What follows belongs to an exercise in optimizing a design on an open flow for small area; a production flow would make more cautious choices.
In this exercise RTL edits were held to simulation tests only and were not proved equivalent to the original.
No activity file was given, so power comes from the tool's default toggle rates.

==> flow/design.v <==
package reg_file_pkg;
    typedef enum logic {
        CLEAR = 1'b0,
        READY = 1'b1
    } rf_state_t;
    localparam int DEF_DATA_W = 32;
    localparam int DEF_ADDR_W = 5;
    function automatic int port_off(input int port, input int width);
        port_off = port * width;
    endfunction
endpackage
module rf_scoreboard
#(
    parameter int ADDR_W = reg_file_pkg::DEF_ADDR_W
) (
    input  logic                 clk,
    input  logic [2**ADDR_W-1:1] set,
    input  logic [2**ADDR_W-1:1] keep,
    output logic [2**ADDR_W-1:0] busy
);
    localparam int DEPTH = 2**ADDR_W;
    logic [DEPTH-1:1] busy_reg;
    always_ff @(posedge clk) begin
        busy_reg <= set | (busy_reg & keep);
    end
    assign busy = {busy_reg, 1'b0};
endmodule
module reg_file_sb
#(
    parameter int DATA_W = reg_file_pkg::DEF_DATA_W,
    parameter int ADDR_W = reg_file_pkg::DEF_ADDR_W,
    parameter int NRD    = 3
) (
    input  logic                  clk,
    input  logic                  rst,
    output logic                  init_done,
    input  logic [NRD*ADDR_W-1:0] ra,
    output logic [NRD*DATA_W-1:0] rd,
    output logic [NRD-1:0]        rd_busy,
    input  logic                  we0,
    input  logic [ADDR_W-1:0]     wa0,
    input  logic [DATA_W-1:0]     wd0,
    input  logic                  we1,
    input  logic [ADDR_W-1:0]     wa1,
    input  logic [DATA_W-1:0]     wd1,
    input  logic                  set_busy,
    input  logic [ADDR_W-1:0]     set_addr,
    input  logic [ADDR_W-1:0]     dbg_addr,
    output logic [DATA_W-1:0]     dbg_data
);
    localparam int DEPTH = 2**ADDR_W;
    logic [ADDR_W-1:0] clr_cnt;
    logic              ready;
    logic              phase;
    always_ff @(posedge clk or posedge rst) begin
        if (rst) begin
            clr_cnt <= '0;
            ready   <= 1'b0;
        end else begin
            clr_cnt <= clr_cnt + 1'b1;
            if (&clr_cnt) begin
                ready <= 1'b1;
            end
        end
    end
    assign phase     = clr_cnt[0];
    assign init_done = ready;
    logic [DATA_W-1:0] wd1x, wd0x;
    assign wd1x = wd1 ^ {DATA_W{phase}};
    assign wd0x = (wd0 & {DATA_W{ready}}) ^ {DATA_W{phase}};
    logic [DATA_W-1:0] rf [1:DEPTH-1];
    logic [DEPTH-1:0]  busy;
    logic [DEPTH-1:1] dec1, dec0, decs;
    logic [DEPTH-1:1] s1, s0, h;
    for (genvar r = 1; r < DEPTH; r++) begin : g_dec
        assign dec1[r] = we1 && (wa1 == ADDR_W'(r));
        assign dec0[r] = we0 && (wa0 == ADDR_W'(r));
        assign decs[r] = ready && set_busy && (set_addr == ADDR_W'(r));
        assign s1[r] = ready && dec1[r];
        assign s0[r] = !ready || (dec0[r] && !dec1[r]);
        assign h[r]  = ready && !dec1[r] && !dec0[r];
    end
    genvar gr;
    generate
        for (gr = 1; gr < DEPTH; gr++) begin : g_row
            logic [DATA_W-1:0] d;
            for (genvar b = 0; b < DATA_W; b++) begin : g_bit
                rf_ao222n u_d (.a0(s1[gr]), .b0(wd1x[b]), .a1(s0[gr]), .b1(wd0x[b]),
                               .a2(h[gr]), .b2(rf[gr][b]), .yn(d[b]));
            end
            always_ff @(posedge clk) begin
                rf[gr] <= d;
            end
        end
    endgenerate
    rf_scoreboard #(
        .ADDR_W(ADDR_W)
    ) u_scoreboard (
        .clk  (clk),
        .set  (decs),
        .keep (h),
        .busy (busy)
    );
    genvar gi;
    generate
        for (gi = 0; gi < NRD; gi++) begin : g_rd
            logic [ADDR_W-1:0] addr;
            logic              hit1, hit0, nz, sw1, sw0, sa, inv;
            logic [DEPTH:0]    sel;
            logic [DATA_W-1:0] data;
            assign addr = ra[reg_file_pkg::port_off(gi, ADDR_W) +: ADDR_W];
            assign hit1 = we1 && (wa1 == addr);
            assign hit0 = we0 && (wa0 == addr);
            assign nz   = ready && (addr != '0);
            assign sw1  = nz && hit1;
            assign sw0  = nz && !hit1 && hit0;
            assign sa   = nz && !hit1 && !hit0;
            assign inv  = nz && phase;
            assign sel[0] = sw1;
            assign sel[1] = sw0;
            for (genvar r = 1; r < DEPTH; r++) begin : g_sel
                assign sel[r+1] = sa && (addr == ADDR_W'(r));
            end
            for (genvar b = 0; b < DATA_W; b++) begin : g_bit
                logic [DEPTH:0] din;
                assign din[0] = wd1x[b];
                assign din[1] = wd0x[b];
                for (genvar r = 1; r < DEPTH; r++) begin : g_din
                    assign din[r+1] = rf[r][b];
                end
                rf_aomux #(.N(DEPTH+1)) u_mux (.d(din), .s(sel), .inv(inv), .y(data[b]));
            end
            assign rd[reg_file_pkg::port_off(gi, DATA_W) +: DATA_W] = data;
            rf_aomux #(.N(DEPTH-1), .INV(1'b0)) u_busy (.d(busy[DEPTH-1:1]), .s(sel[DEPTH:2]),
                                            .inv(1'b0), .y(rd_busy[gi]));
        end
    endgenerate
    logic [DEPTH-2:0] dsel;
    logic             dinv;
    assign dinv = ready && (dbg_addr != '0) && phase;
    for (genvar r = 1; r < DEPTH; r++) begin : g_dsel
        assign dsel[r-1] = ready && (dbg_addr == ADDR_W'(r));
    end
    for (genvar b = 0; b < DATA_W; b++) begin : g_dbg
        logic [DEPTH-2:0] din;
        for (genvar r = 1; r < DEPTH; r++) begin : g_din
            assign din[r-1] = rf[r][b];
        end
        rf_aomux #(.N(DEPTH-1)) u_mux (.d(din), .s(dsel), .inv(dinv), .y(dbg_data[b]));
    end
endmodule
module rf_aomux
#(
    parameter int N   = 2,
    parameter bit INV = 1'b1
) (
    input  logic [N-1:0] d,
    input  logic [N-1:0] s,
    input  logic         inv,
    output logic         y
);
    localparam int NG = (N + 2) / 3;
    localparam int NF = N / 3;
    localparam int NP = (NG + 3) / 4;
    logic [NG-1:0] gn;
    logic [NP-1:0] p;
    for (genvar g = 0; g < NF; g++) begin : g_grp
        rf_ao222n u_g (.a0(s[3*g]), .b0(d[3*g]), .a1(s[3*g+1]), .b1(d[3*g+1]),
                       .a2(s[3*g+2]), .b2(d[3*g+2]), .yn(gn[g]));
    end
    if (N % 3 == 2) begin : g_two
        rf_ao22n u_g (.a0(s[N-2]), .b0(d[N-2]), .a1(s[N-1]), .b1(d[N-1]), .yn(gn[NF]));
    end else if (N % 3 == 1) begin : g_one
        assign gn[NF] = ~(s[N-1] & d[N-1]);
    end
    for (genvar q = 0; q < NP; q++) begin : g_red
        localparam int LO = 4 * q;
        localparam int HI = (4 * q + 3 < NG) ? 4 * q + 3 : NG - 1;
        rf_nandn #(.N(HI - LO + 1)) u_n (.a(gn[HI:LO]), .y(p[q]));
    end
    if (INV) begin : g_inv
        rf_orx #(.N(NP)) u_or (.a(p), .inv(inv), .y(y));
    end else begin : g_noinv
        assign y = |p;
    end
endmodule
module rf_nandn
#(
    parameter int N = 2
) (
    input  logic [N-1:0] a,
    output logic         y
);
    assign y = ~&a;
endmodule
module rf_orx
#(
    parameter int N = 2
) (
    input  logic [N-1:0] a,
    input  logic         inv,
    output logic         y
);
    logic n;
    rf_norn #(.N(N)) u_n (.a(a), .y(n));
    rf_xnor2 u_x (.a(n), .b(inv), .y(y));
endmodule
module rf_norn
#(
    parameter int N = 2
) (
    input  logic [N-1:0] a,
    output logic         y
);
    assign y = ~|a;
endmodule
module rf_xnor2 (
    input  logic a, b,
    output logic y
);
    assign y = ~(a ^ b);
endmodule
module rf_ao222n (
    input  logic a0, b0, a1, b1, a2, b2,
    output logic yn
);
    assign yn = ~((a0 & b0) | (a1 & b1) | (a2 & b2));
endmodule
module rf_ao22n (
    input  logic a0, b0, a1, b1,
    output logic yn
);
    assign yn = ~((a0 & b0) | (a1 & b1));
endmodule
clock: 10.0 ns
lec_check: 0
cap_margin: 20
cell_pad_in_sites_detail_placement: 2
cell_pad_in_sites_global_placement: 2
core_margin: 2
core_utilization: 18
place_density: 0.28
slew_margin: 20
synth_hierarchical: 1
standard.sh (not shown) runs the stock make flow with config.mk's settings and CLKGATE_MAP_FILE= SYNTH_SCRIPT=/design/flow/synth_recipe.tcl, a recipe that flattens the netlist after the stock synthesis.
==> flow/flow/run.sh <==
#!/bin/bash
# Own layout flow: the standard ORFS flow with
#  - port buffers of the smallest buffer cell (buf_1),
#  - no timing-driven global placement (its in-placement repair_design
#    over-buffers the high-fanout select nets); instead prebuf.tcl gives
#    each high-fanout net one buffer at its driver before repair_design,
#  - clock tree without dummy loads, from clkbuf_4/clkbuf_8 with sink
#    clusters of up to 20 flip-flops within 60 um.
set -euo pipefail
HERE=$(pwd)
CTS="-sink_clustering_enable -repair_clock_nets -dont_use_dummy_load -buf_list {sky130_fd_sc_hd__clkbuf_4 sky130_fd_sc_hd__clkbuf_8} -sink_clustering_size 20 -sink_clustering_max_diameter 60"
bash standard.sh \
  "BUFFER_PORTS_ARGS=-buffer_cell sky130_fd_sc_hd__buf_1" \
  "PRE_RESIZE_TCL=$HERE/flow/prebuf.tcl" \
  "GPL_TIMING_DRIVEN=0" \
  "CTS_ARGS=$CTS" \
  finish > "$HERE/flow_make.log" 2>&1
==> flow/flow/prebuf.tcl <==
# Sourced by ORFS resize.tcl (PRE_RESIZE_TCL) before repair_design: give
# every high-fanout signal net (16 or more loads, not a port net, not the
# clock) a single buf_4 placed at its driver, so that the weak driver sees
# a short wire and the buffer drives the long net; repair_design then only
# has to touch up what is left.
set pb_block [ord::get_db_block]
set pb_count 0
foreach pb_net [$pb_block getNets] {
  if {[$pb_net getSigType] != "SIGNAL"} { continue }
  if {[$pb_net getName] == "clk"} { continue }
  if {[llength [$pb_net getBTerms]] > 0} { continue }
  set pb_k 0
  set pb_drv ""
  foreach pb_it [$pb_net getITerms] {
    if {[$pb_it isOutputSignal]} {
      set pb_drv $pb_it
    } else {
      incr pb_k
    }
  }
  if {$pb_k >= 16 && $pb_drv != ""} {
    set pb_bb [[$pb_drv getInst] getBBox]
    set pb_x [expr {[$pb_bb xMin] / 1000.0}]
    set pb_y [expr {[$pb_bb yMin] / 1000.0}]
    insert_buffer -buffer_cell sky130_fd_sc_hd__buf_4 -net [$pb_net getName] \
      -location [list $pb_x $pb_y]
    incr pb_count
  }
}
puts "prebuf: buffered $pb_count high-fanout nets"
Then changed:
==> flow/run.sh (new file) <==
#!/bin/bash
# synth_recipe.tcl (not shown) runs the flow's synth.tcl, then flattens the netlist and writes it again
# the make line also repeats each setting of config.mk as NAME=value (left out here)
make -C /OpenROAD-flow-scripts/flow DESIGN_CONFIG=/design/flow/config.mk WORK_HOME=/design/flow/orfs CLKGATE_MAP_FILE= SYNTH_SCRIPT=/design/flow/synth_recipe.tcl finish
- CTS_BUF_LIST: not set -> sky130_fd_sc_hd__clkbuf_16
- CTS_CLUSTER_DIAMETER: not set -> 80
- CTS_CLUSTER_SIZE: not set -> 30
removed: flow/flow/run.sh
removed: flow/flow/prebuf.tcl
removed: flow/standard.sh
The changed run finished clean.
Final cell count climbs slightly.
Clock skew climbs by 0.0041 ns.
Setup slack got worse by 0.64 ns.
Non-clock buffer count came out higher by 50.
Combinational power increases by roughly a tenth.
Area after synthesis stays the same.
Via count rose slightly.
Wire length decreases slightly.
Hold slack barely changes.
Sequential share of layout area decreases by 3.3 points.
Total power came out higher by about a fifth.

separate check: timing with driven ports:
In the flow no input, the clock included, has a driving cell. The finished layouts below were timed again as built, in two steps. Step 1 sets driving cells, clkbuf_16 on the clock port and buf_2 on the other inputs (assumed; they add their load-dependent delay and slew). Step 2 times the ports against the registers' clock, not the clock port: input delays grow and output delays shrink by t, the midpoint of the rising clock arrivals with the driver on. a / b / c = ideal ports / drivers / drivers and shift; a / b = the first two.
run | t, ns | slack for setup (ns) | clock arrival spread, ns | worst register clock-pin slew, ns
the first run | 1.143 | 1.220 / 1.190 / 1.190 | 0.117 / 0.117 | 0.10 / 0.10
the second run | 0.954 | 0.578 / 0.554 / 0.554 | 0.082 / 0.082 | 0.09 / 0.09
After both steps setup and hold are still met in every run listed. The setup slack of the first run, which loses most, moves by -0.030 ns with the drivers and by -0.030 ns with both steps.
